Source: an optimization exercise on an open RTL-to-GDS flow (aim: small area). Production flows keep margins and buffers that such runs may drop.
Function was checked by simulation only, so behaviour that the tests miss may differ from the original.
No activity file was given, so power comes from the tool's default toggle rates.

==> flow/design.v <==
package cpuPkg;
    localparam int XLEN = 32;
    localparam logic [6:0] OP_R      = 7'b0110011;
    localparam logic [6:0] OP_IMM    = 7'b0010011;
    localparam logic [6:0] OP_LOAD   = 7'b0000011;
    localparam logic [6:0] OP_STORE  = 7'b0100011;
    localparam logic [6:0] OP_JAL    = 7'b1101111;
    localparam logic [6:0] OP_JALR   = 7'b1100111;
    localparam logic [6:0] OP_BRANCH = 7'b1100011;
endpackage
`timescale 1ns/10ps
module regFile (
    input  logic       clk,
    input  logic [4:0] rs1,
    input  logic [4:0] rs2,
    input  logic [4:0] rd,
    input  logic       we,
    input  logic       wbit,
    output logic       abit,
    output logic       bbit
);
    logic [31:0] head;
    assign head[0] = 1'b0;
    for (genvar r = 1; r < 32; r++) begin : ring
        logic [31:0] q;
        always_ff @(posedge clk) begin
            q <= {(we && rd == 5'(r)) ? wbit : q[0], q[31:1]};
        end
        assign head[r] = q[0];
    end
    assign abit = head[rs1];
    assign bbit = head[rs2];
endmodule
`timescale 1ns/10ps
import cpuPkg::*;
module cpuTop (
    input  logic        clk,
    input  logic        rst,
    output logic        memReq,
    output logic        memWe,
    output logic [31:0] memAddr,
    output logic [31:0] memWdata,
    input  logic        memAck,
    input  logic [31:0] memRdata,
    output logic        halted
);
    typedef enum logic [2:0] {
        S_FETCH = 3'b000, S_DATA = 3'b001, S_PASS1 = 3'b010, S_PASS2 = 3'b011,
        S_INIT = 3'b100, S_HALT = 3'b101
    } stateT;
    stateT       state;
    logic [4:0]  cnt;
    logic        reqQ;
    logic [31:0] addrQ;
    logic [31:0] wdataNQ;    
    logic [4:0]  rdQ;
    logic [1:0]  kindQ;
    logic        storeData;
    logic        carryQ;
    logic        incQ;
    logic        ltQ;
    logic        neqQ;
    logic        first;
    logic        last;
    logic        inInit;
    logic        inPass1;
    logic        inPass2;
    assign first = (cnt == 5'd0);
    assign last = (cnt == 5'd31);
    assign inInit = (state == S_INIT);
    assign inPass1 = (state == S_PASS1);
    assign inPass2 = (state == S_PASS2);
    logic [6:0] op;
    logic [2:0] f3;
    logic isOp, isOpImm, isLoad, isStore, isJal, isJalr, isBranch, isLegal, isSlt;
    assign op = memRdata[6:0];
    assign f3 = memRdata[14:12];
    assign isOp = (op == OP_R);
    assign isOpImm = (op == OP_IMM);
    assign isLoad = (op == OP_LOAD);
    assign isStore = (op == OP_STORE);
    assign isJal = (op == OP_JAL);
    assign isJalr = (op == OP_JALR);
    assign isBranch = (op == OP_BRANCH);
    assign isLegal = isOp | isOpImm | isLoad | isStore | isJal | isJalr | isBranch;
    assign isSlt = (isOp | isOpImm) && f3 == 3'b010;
    logic ldBit;
    logic hiBit;
    logic loBit;
    logic serBit;
    logic [15:0] hiField;
    logic [7:0]  loField;
    assign hiField = {{4{memRdata[31]}}, memRdata[31:20]};
    assign loField = memRdata[14:7];
    assign ldBit = memRdata[cnt];
    assign hiBit = hiField[cnt[3:0]];
    assign loBit = loField[cnt[2:0]];
    always_comb begin
        if (inPass2) begin
            serBit = ldBit;
        end else if (cnt == 5'd0) begin
            serBit = (isBranch || isJal) ? 1'b0 : (isStore ? memRdata[7] : memRdata[20]);
        end else if (cnt[4:3] == 2'b00 && (!cnt[2] || cnt[1:0] == 2'b00)) begin
            serBit = (isStore || isBranch) ? loBit : hiBit;
        end else if (!cnt[4] && !(cnt[3] && (cnt[2] || cnt[1:0] == 2'b11))) begin
            serBit = hiBit;
        end else if (cnt == 5'd11) begin
            serBit = isBranch ? memRdata[7] : (isJal ? memRdata[20] : memRdata[31]);
        end else if (!cnt[4] || cnt[3:2] == 2'b00) begin
            serBit = isJal ? ldBit : memRdata[31];
        end else begin
            serBit = memRdata[31];
        end
    end
    logic aBit;
    logic bBit;
    logic pcBit;
    logic wbit;
    logic we;
    logic [4:0] rs2Sel;
    assign rs2Sel = inPass2 ? rdQ : memRdata[24:20];
    regFile regs (
        .clk(clk), .rs1(memRdata[19:15]), .rs2(rs2Sel), .rd(rdQ),
        .we(we), .wbit(wbit), .abit(aBit), .bbit(bBit)
    );
    assign pcBit = addrQ[0];
    logic x;
    logic y;
    logic yy;
    logic sub;
    logic cin;
    logic sum;
    logic aluRes;
    assign x = (isJal || isBranch) ? pcBit : aBit;
    assign y = isOp ? bBit : serBit;
    assign sub = isOp && f3 == 3'b000 && memRdata[30];
    assign yy = y ^ sub;
    assign cin = first ? sub : carryQ;
    assign sum = x ^ yy ^ cin;
    always_comb begin
        case (f3)
            3'b100:  aluRes = x ^ y;
            3'b110:  aluRes = x | y;
            3'b111:  aluRes = x & y;
            default: aluRes = sum;
        endcase
    end
    logic cy;
    logic diff;
    logic ltIn;
    logic ltFinal;
    logic neqFinal;
    logic taken;
    assign cy = isBranch ? bBit : y;
    assign diff = aBit ^ cy;
    assign ltIn = first ? 1'b0 : ltQ;
    assign ltFinal = diff ? aBit : ltIn;
    assign neqFinal = (first ? 1'b0 : neqQ) | diff;
    always_comb begin
        case (f3)
            3'b000:  taken = !neqFinal;
            3'b001:  taken = neqFinal;
            3'b100:  taken = ltFinal;
            3'b101:  taken = !ltFinal;
            default: taken = 1'b0;
        endcase
        taken = taken && isBranch;
    end
    logic incBit;
    assign incBit = pcBit ^ incQ;
    always_ff @(posedge clk) begin
        carryQ <= (x & yy) | (x & cin) | (yy & cin);
        incQ <= (cnt == 5'd1) | (pcBit & incQ & !last);
        ltQ <= diff ? (last ? aBit : cy) : ltIn;
        neqQ <= neqFinal;
    end
    assign storeData = isStore && memRdata[24:20] != 5'd0;
    always_comb begin
        if (inPass1) begin
            we = ((isOp || isOpImm) && !isSlt) || isJal || isJalr || isStore;
            wbit = (isJal || isJalr || isStore) ? incBit : aluRes;
        end else begin
            we = inPass2 && kindQ != 2'b10;
            case (kindQ)
                2'b00:   wbit = serBit;
                2'b01:   wbit = !wdataNQ[0];
                default: wbit = first & ltQ;
            endcase
        end
    end
    logic addrIn;
    always_comb begin
        if (inPass1) begin
            if (isLoad || isStore || isJal || isJalr) addrIn = sum && !(first && isJalr);
            else addrIn = incBit;
        end else if (inPass2) begin
            case (kindQ)
                2'b01:   addrIn = bBit;
                2'b11:   addrIn = addrQ[0];
                default: addrIn = !wdataNQ[0];
            endcase
        end else begin
            addrIn = 1'b0;
        end
    end
    always_ff @(posedge clk) begin
        if (inInit || inPass1 || inPass2) addrQ <= {addrIn, addrQ[31:1]};
        if (inPass1 || inPass2) begin
            wdataNQ <= {!(storeData ? bBit : (isBranch ? sum : incBit)), wdataNQ[31:1]};
        end
    end
    always_ff @(posedge clk) begin
        if (rst) begin
            state <= S_INIT;
            cnt <= 5'd0;
            reqQ <= 1'b0;
        end else begin
            cnt <= cnt + 5'd1;
            case (state)
                S_INIT: if (last) state <= S_FETCH;
                S_FETCH, S_DATA: begin
                    if (!reqQ) begin
                        if (!memAck) reqQ <= 1'b1;
                    end else if (memAck) begin
                        if (state == S_FETCH && !isLegal) begin
                            reqQ <= 1'b0;
                            state <= S_HALT;
                        end else if (last) begin
                            state <= (state == S_FETCH) ? S_PASS1 : S_PASS2;
                        end
                    end
                end
                S_PASS1: if (last) begin
                    reqQ <= 1'b0;
                    if (isLoad || isStore) state <= S_DATA;
                    else if (isSlt || taken) state <= S_PASS2;
                    else state <= S_FETCH;
                end
                S_PASS2: if (last) begin
                    reqQ <= 1'b0;
                    state <= S_FETCH;
                end
                default: state <= S_HALT;
            endcase
        end
    end
    always_ff @(posedge clk) begin
        if (state == S_FETCH && reqQ && memAck) rdQ <= isStore ? memRdata[24:20] : memRdata[11:7];
        if (inPass1) begin
            kindQ <= {!isLoad && !storeData, !isLoad && !(isStore && !storeData) && !isBranch};
        end
    end
    assign memReq = reqQ;
    assign memWe = (kindQ == 2'b01 || kindQ == 2'b10) && state == S_DATA;
    assign memAddr = addrQ;
    assign memWdata = ~(wdataNQ | {32{kindQ == 2'b10}});
    assign halted = (state == S_HALT);
endmodule
Settings: LEC_CHECK=0, ABC_AREA=1, CAP_MARGIN=20, CORE_MARGIN=2, CORE_UTILIZATION=60, PLACE_DENSITY=0.75, SLEW_MARGIN=20; clock period 8.0 ns.
standard.sh (not shown) runs the stock make flow with config.mk's settings and CLKGATE_MAP_FILE= SYNTH_SCRIPT=/design/flow/synth_recipe.tcl, a recipe that flattens the netlist after the stock synthesis.
==> flow/flow/run.sh <==
#!/bin/bash
# The standard layout (standard.sh) with these changes:
#  - synthesis maps the logic with an area-oriented ABC script
#    (flow/synth_area.tcl wraps synth_recipe.tcl; registers are untouched)
#    and leaves adders to ABC instead of mapping them to adder cells first;
#  - ports are buffered with buf_1 instead of the default buffer cell;
#  - clock tree synthesis with small leaf buffers and no dummy loads.
# The whole make output goes to standard.log in this folder; ORFS's own
# per-step logs stay under orfs/logs/.
set -o pipefail
export FLOW_FLOW_DIR=$PWD
export BUFFER_PORTS_ARGS="-buffer_cell sky130_fd_sc_hd__buf_1"
export CTS_ARGS="-sink_clustering_enable -repair_clock_nets -dont_use_dummy_load -buf_list sky130_fd_sc_hd__clkbuf_4 -sink_clustering_size 14 -sink_clustering_max_diameter 30"
sed "s#SYNTH_SCRIPT=[^ ]*#SYNTH_SCRIPT=$PWD/flow/synth_area.tcl ADDER_MAP_FILE=#" standard.sh > standard_area.sh
bash standard_area.sh > standard.log 2>&1
==> flow/flow/abc_area.script <==
strash
balance
rewrite
refactor
balance
rewrite
rewrite -z
balance
refactor -z
rewrite -z
balance
dch -f
amap -m
==> flow/flow/synth_area.tcl <==
# The standard flow's synthesis script (synth_recipe.tcl, which runs ORFS's synth.tcl)
# with one change: the combinational mapping step uses an area-oriented
# ABC script (flow/abc_area.script) instead of ORFS's delay-driven one.
# Flip-flop mapping, flattening and renaming are the standard flow's own.
proc abc {args} {
  set out {}
  set skip 0
  foreach a $args {
    if {$skip} { set skip 0; continue }
    if {$a eq "-script" || $a eq "-D" || $a eq "-constr"} { set skip 1; continue }
    lappend out $a
  }
  yosys abc -script $::env(FLOW_FLOW_DIR)/flow/abc_area.script {*}$out
}
source $::env(FLOW_FLOW_DIR)/synth_recipe.tcl
Rerun with:
--- a/flow/flow/run.sh
+++ b/flow/flow/run.sh
@@ -13 +13 @@
-export CTS_ARGS="-sink_clustering_enable -repair_clock_nets -dont_use_dummy_load -buf_list sky130_fd_sc_hd__clkbuf_4 -sink_clustering_size 14 -sink_clustering_max_diameter 30"
+export CTS_ARGS="-sink_clustering_enable -repair_clock_nets -dont_use_dummy_load -buf_list sky130_fd_sc_hd__clkbuf_4 -sink_clustering_size 12 -sink_clustering_max_diameter 40"
What happened: Sequential power barely changes. Worst hold slack improves by 0.026 ns. Total power shrinks slightly. Worst setup slack improves by 0.024 ns. Design area barely changes.

[re-timing with driven ports]
No port has a modelled driver above. Below, the same layouts with a new extraction and two added sets of constraints. Step 1 (the two cells are an assumption about what drives the block):
set clk [get_ports {clk}]
set_driving_cell -lib_cell sky130_fd_sc_hd__clkbuf_16 $clk
set_driving_cell -lib_cell sky130_fd_sc_hd__buf_2 [delete_from_list [all_inputs] $clk]
Step 2 times the ports against the registers' clock, not the clock port: input delays grow and output delays shrink by t, the midpoint of the rising clock arrivals with the driver on. Slacks: ideal ports / drivers / drivers and shift; pairs: ideal ports / drivers.
| run | t (ns) | slack for setup (ns) | hold WS [ns] | worst register clock-pin slew, ns | worst data-port slew with drivers (ns) |
|---|---|---|---|---|---|
| the first run | 0.802 | 1.751 / 1.751 / 1.257 | 0.247 / 0.247 / 0.247 | 0.13 / 0.13 | 0.07 |
| the second run | 0.818 | 1.775 / 1.775 / 1.301 | 0.273 / 0.273 / 0.273 | 0.12 / 0.12 | 0.06 |
After both steps every run listed still meets setup and hold. For the first run, which loses most, drivers alone change the setup slack by 0.000 ns; drivers and shift together by -0.494 ns.
